This design comes from an exercise in tuning for small area and a short achievable clock period on the open sky130 flow, not from production work.
Power and IR drop assume default switching activity.

==> module fifo16, before the edit <==
module fifo16 (
	input  logic               clk,
	input  logic               reset_L,
	input  logic               i_wr,
	input  logic [6-1:0] i_wr_data,
	input  logic               i_rd,
	output logic [6-1:0] o_head,
	output logic               o_hv,
	output logic               o_overrun
);
	logic [6-1:0] head;
	logic [6-1:0] body [16-1];
	logic [6-1:0] body_head;
	logic               hv;
	logic [7:0]         bcnt;
	logic [15:0]        bsel;
	logic               overrun;
	logic               b_empty;
	logic               full;
	always_comb begin
		bsel[0] = !bcnt[7] && !bcnt[0];
		bsel[8] =  bcnt[7] &&  bcnt[0];
		for (int k = 1; k < 8; k++) begin
			bsel[k]     =  bcnt[k-1] && !bcnt[k];
			bsel[k + 8] = !bcnt[k-1] &&  bcnt[k];
		end
	end
	assign b_empty = bsel[0];
	assign full    = hv && bsel[15];
	logic               body_en;
	logic               head_en_rd, head_en_nr;
	logic [6-1:0] head_d_rd, head_d_nr;
	logic               hv_rd, hv_nr;
	logic [7:0]         bcnt_rd, bcnt_nr;
	logic               ovr_rd, ovr_nr;
	assign hv_rd      = i_wr || !b_empty;
	assign head_en_rd = i_wr || !b_empty;
	assign head_d_rd  = b_empty ? i_wr_data : body_head;
	assign bcnt_rd    = (!b_empty && !i_wr) ? {!bcnt[0], bcnt[7:1]} : bcnt;
	assign ovr_rd     = i_wr ? 1'b0 : overrun;
	assign hv_nr      = hv || (i_wr && !full);
	assign head_en_nr = i_wr && !hv;
	assign head_d_nr  = i_wr_data;
	assign bcnt_nr    = (i_wr && hv && !full) ? {bcnt[6:0], !bcnt[7]} : bcnt;
	assign ovr_nr     = i_wr ? full : overrun;
	assign body_en = i_wr && (i_rd || (hv && !full));
	always_ff @(posedge clk) begin
		if (body_en) begin
			body[0] <= i_wr_data;
			for (int k = 1; k < 16-1; k++)
				body[k] <= body[k-1];
		end
	end
	always_comb begin
		body_head = '0;
		for (int k = 1; k < 16; k++)
			body_head = body_head | ({6{bsel[k]}} & body[k-1]);
	end
	always_ff @(posedge clk) begin
		if (i_rd ? head_en_rd : head_en_nr)
			head <= i_rd ? head_d_rd : head_d_nr;
	end
	always_ff @(posedge clk) begin
		if (!reset_L) begin
			hv      <= 1'b0;
			bcnt    <= 8'd0;
			overrun <= 1'b0;
		end else begin
			hv      <= i_rd ? hv_rd   : hv_nr;
			bcnt    <= i_rd ? bcnt_rd : bcnt_nr;
			overrun <= i_rd ? ovr_rd  : ovr_nr;
		end
	end
	assign o_head    = head;
	assign o_hv      = hv;
	assign o_overrun = overrun;
endmodule
==> module fifo16_out, before the edit <==
module fifo16_out (
	input  logic       clk,
	input  logic       reset_L,
	input  logic       i_wr,
	input  logic [3:0] i_wr_data,
	input  logic       i_rd,
	input  logic [3:0] i_af,
	input  logic       i_af_wr,
	input  logic [3:0] i_af_wdata,
	output logic [3:0] o_head,
	output logic       o_empty,
	output logic       o_af,
	output logic       o_underrun
);
	logic [3:0] head;
	logic [3:0] body [16-1];
	logic [4:0] fill;
	logic [4:0] fill_next;
	logic [3:0] bidx;
	logic       empty;
	logic       af;
	logic       underrun;
	logic       b_empty;
	logic       rd_ok;
	logic       up;
	logic       dn;
	logic       af_up;
	logic       af_hold;
	logic       af_dn;
	assign b_empty = (fill[4:1] == 4'd0);
	assign rd_ok   = i_rd && !empty;
	assign up      = i_wr && !rd_ok;
	assign dn      = rd_ok && !i_wr;
	assign bidx    = 4'(fill - 5'd2);
	always_ff @(posedge clk) begin
		if (i_wr && !empty) begin
			body[0] <= i_wr_data;
			for (int k = 1; k < 16-1; k++)
				body[k] <= body[k-1];
		end
	end
	always_ff @(posedge clk) begin
		if (rd_ok && !b_empty)
			head <= body[bidx];
		else if (i_wr && (empty || rd_ok))
			head <= i_wr_data;
	end
	assign fill_next = up ? fill + 5'd1 : dn ? fill - 5'd1 : fill;
	assign af_up   = ({1'b0, fill} + 6'd1 >= {2'b0, i_af});
	assign af_hold = (fill >= {1'b0, i_af});
	assign af_dn   = (fill > {1'b0, i_af});
	always_ff @(posedge clk) begin
		if (!reset_L) begin
			fill     <= 5'd0;
			empty    <= 1'b1;
			af       <= 1'b0;
			underrun <= 1'b0;
		end else begin
			fill  <= fill_next;
			empty <= (fill_next == 5'd0);
			if (i_af_wr)
				af <= (fill_next >= {1'b0, i_af_wdata});
			else
				af <= up ? af_up : dn ? af_dn : af_hold;
			if (i_rd)
				underrun <= empty;
		end
	end
	assign o_head     = head;
	assign o_empty    = empty;
	assign o_af       = af;
	assign o_underrun = underrun;
endmodule
export LEC_CHECK = 0
export CAP_MARGIN = 20
export CORE_MARGIN = 2
export CORE_UTILIZATION = 45
export CTS_BUF_LIST = sky130_fd_sc_hd__clkbuf_8
export CTS_CLUSTER_DIAMETER = 50
export CTS_CLUSTER_SIZE = 16
export PLACE_DENSITY = 0.6
export SETUP_SLACK_MARGIN = 2.2
export SLEW_MARGIN = 20
create_clock -name core_clock -period 5.0 [get_ports {clk}]
standard.sh (not shown) runs the stock make flow with config.mk's settings and CLKGATE_MAP_FILE= SYNTH_SCRIPT=/design/flow/synth_recipe.tcl, a recipe that flattens the netlist after the stock synthesis.
==> flow/flow/run.sh <==
#!/bin/bash
# Standard synthesis, then the combinational logic re-mapped by ABC with a
# delay target (registers untouched), then the standard layout steps.
set -euo pipefail
W=$(pwd)
R=$W/orfs/results/$FLOW_PLATFORM/flow_switch_top/base
LIB=$FLOW_HOME/platforms/sky130hd/lib/sky130_fd_sc_hd__tt_025C_1v80.lib
DELAY=${REMAP_DELAY_PS:-2000}
bash standard.sh synth > $W/synth.log 2>&1
cp $R/1_2_yosys.v $W/std_synth.v
sed -e "s|@LIB@|$LIB|g" -e "s|@IN@|$W/std_synth.v|g" -e "s|@OUT@|$W/remap.v|g" \
    -e "s|@DELAY@|$DELAY|g" -e "s|@CONSTR@|$W/flow/abc.constr|g" flow/remap.ys.in > $W/remap.ys
yosys -s $W/remap.ys > $W/remap.log 2>&1
cp $W/remap.v $R/1_2_yosys.v
rm -f $R/1_synth.odb $R/1_synth.sdc
bash standard.sh MATCH_CELL_FOOTPRINT=0 'BUFFER_PORTS_ARGS=-buffer_cell sky130_fd_sc_hd__buf_2' finish > $W/finish.log 2>&1
Other scripts of this flow, unchanged in this note and not shown: flow/flow/abc.constr, flow/flow/remap.ys.in
Rerun with:
--- a/flow/design.v
+++ b/flow/design.v
@@ -51,6 +51,7 @@
 	logic               overrun;
 	logic               b_empty;
 	logic               full;
+	logic               wr_ok;
 	always_comb begin
 		bsel[0] = !bcnt[7] && !bcnt[0];
 		bsel[8] =  bcnt[7] &&  bcnt[0];
@@ -61,25 +62,9 @@
 	end
 	assign b_empty = bsel[0];
 	assign full    = hv && bsel[15];
-	logic               body_en;
-	logic               head_en_rd, head_en_nr;
-	logic [6-1:0] head_d_rd, head_d_nr;
-	logic               hv_rd, hv_nr;
-	logic [7:0]         bcnt_rd, bcnt_nr;
-	logic               ovr_rd, ovr_nr;
-	assign hv_rd      = i_wr || !b_empty;
-	assign head_en_rd = i_wr || !b_empty;
-	assign head_d_rd  = b_empty ? i_wr_data : body_head;
-	assign bcnt_rd    = (!b_empty && !i_wr) ? {!bcnt[0], bcnt[7:1]} : bcnt;
-	assign ovr_rd     = i_wr ? 1'b0 : overrun;
-	assign hv_nr      = hv || (i_wr && !full);
-	assign head_en_nr = i_wr && !hv;
-	assign head_d_nr  = i_wr_data;
-	assign bcnt_nr    = (i_wr && hv && !full) ? {bcnt[6:0], !bcnt[7]} : bcnt;
-	assign ovr_nr     = i_wr ? full : overrun;
-	assign body_en = i_wr && (i_rd || (hv && !full));
+	assign wr_ok = i_wr && (!full || i_rd);
 	always_ff @(posedge clk) begin
-		if (body_en) begin
+		if (wr_ok && hv) begin
 			body[0] <= i_wr_data;
 			for (int k = 1; k < 16-1; k++)
 				body[k] <= body[k-1];
@@ -91,8 +76,10 @@
 			body_head = body_head | ({6{bsel[k]}} & body[k-1]);
 	end
 	always_ff @(posedge clk) begin
-		if (i_rd ? head_en_rd : head_en_nr)
-			head <= i_rd ? head_d_rd : head_d_nr;
+		if (i_rd && !b_empty)
+			head <= body_head;
+		else if (wr_ok && (!hv || i_rd))
+			head <= i_wr_data;
 	end
 	always_ff @(posedge clk) begin
 		if (!reset_L) begin
@@ -100,9 +87,13 @@
 			bcnt    <= 8'd0;
 			overrun <= 1'b0;
 		end else begin
-			hv      <= i_rd ? hv_rd   : hv_nr;
-			bcnt    <= i_rd ? bcnt_rd : bcnt_nr;
-			overrun <= i_rd ? ovr_rd  : ovr_nr;
+			hv <= wr_ok || (hv && !(i_rd && b_empty));
+			if (wr_ok && hv && !i_rd)
+				bcnt <= {bcnt[6:0], !bcnt[7]};
+			else if (i_rd && !b_empty && !wr_ok)
+				bcnt <= {!bcnt[0], bcnt[7:1]};
+			if (i_wr)
+				overrun <= !wr_ok;
 		end
 	end
 	assign o_head    = head;
@@ -361,9 +352,6 @@
 	logic       rd_ok;
 	logic       up;
 	logic       dn;
-	logic       af_up;
-	logic       af_hold;
-	logic       af_dn;
 	assign b_empty = (fill[4:1] == 4'd0);
 	assign rd_ok   = i_rd && !empty;
 	assign up      = i_wr && !rd_ok;
@@ -383,22 +371,15 @@
 			head <= i_wr_data;
 	end
 	assign fill_next = up ? fill + 5'd1 : dn ? fill - 5'd1 : fill;
-	assign af_up   = ({1'b0, fill} + 6'd1 >= {2'b0, i_af});
-	assign af_hold = (fill >= {1'b0, i_af});
-	assign af_dn   = (fill > {1'b0, i_af});
+	assign af = (fill >= {1'b0, i_af});
 	always_ff @(posedge clk) begin
 		if (!reset_L) begin
 			fill     <= 5'd0;
 			empty    <= 1'b1;
-			af       <= 1'b0;
 			underrun <= 1'b0;
 		end else begin
 			fill  <= fill_next;
 			empty <= (fill_next == 5'd0);
-			if (i_af_wr)
-				af <= (fill_next >= {1'b0, i_af_wdata});
-			else
-				af <= up ? af_up : dn ? af_dn : af_hold;
 			if (i_rd)
 				underrun <= empty;
 		end
Outcome: The new run finished clean; routed wire length goes up by a few percent; setup slack gets worse by 0.23 ns; global-route usage stays flat; design area goes up by a few percent; first-iteration DRC count goes up by a few percent; synthesized area goes down slightly; critical path depth goes up by 12; via count goes up by a few percent; sequential power goes down by a few percent; sequential cell count goes down by 4; cell count goes up slightly; power goes down slightly.
No run of this note included a check of the RTL's function; only the layout flow was run.

separate check: timing with driven ports:
Ports are ideal in the flow. The routed layouts listed here were re-timed in OpenROAD.
Step 1, drivers: a clkbuf_16 drives clk and a buf_2 each remaining input, both assumed.
Step 2 moves the port delays by t, midway between the first and last clock arrival at a register: inputs arrive t later, outputs are due t later. That takes back most of the time a late clock gives input paths.
Three values: ideal ports, drivers, drivers and shift; two values: the first two.
run	t, ns	slack for setup (ns)	latest minus earliest clock arrival (ns)
the first run	0.742	2.154 / 2.037 / 1.652	0.049 / 0.049
the second run	0.746	1.924 / 1.924 / 1.709	0.039 / 0.039
After both steps every run listed still meets setup and hold. For the first run, which loses most, drivers alone change the setup slack by -0.117 ns; drivers and shift together by -0.502 ns.
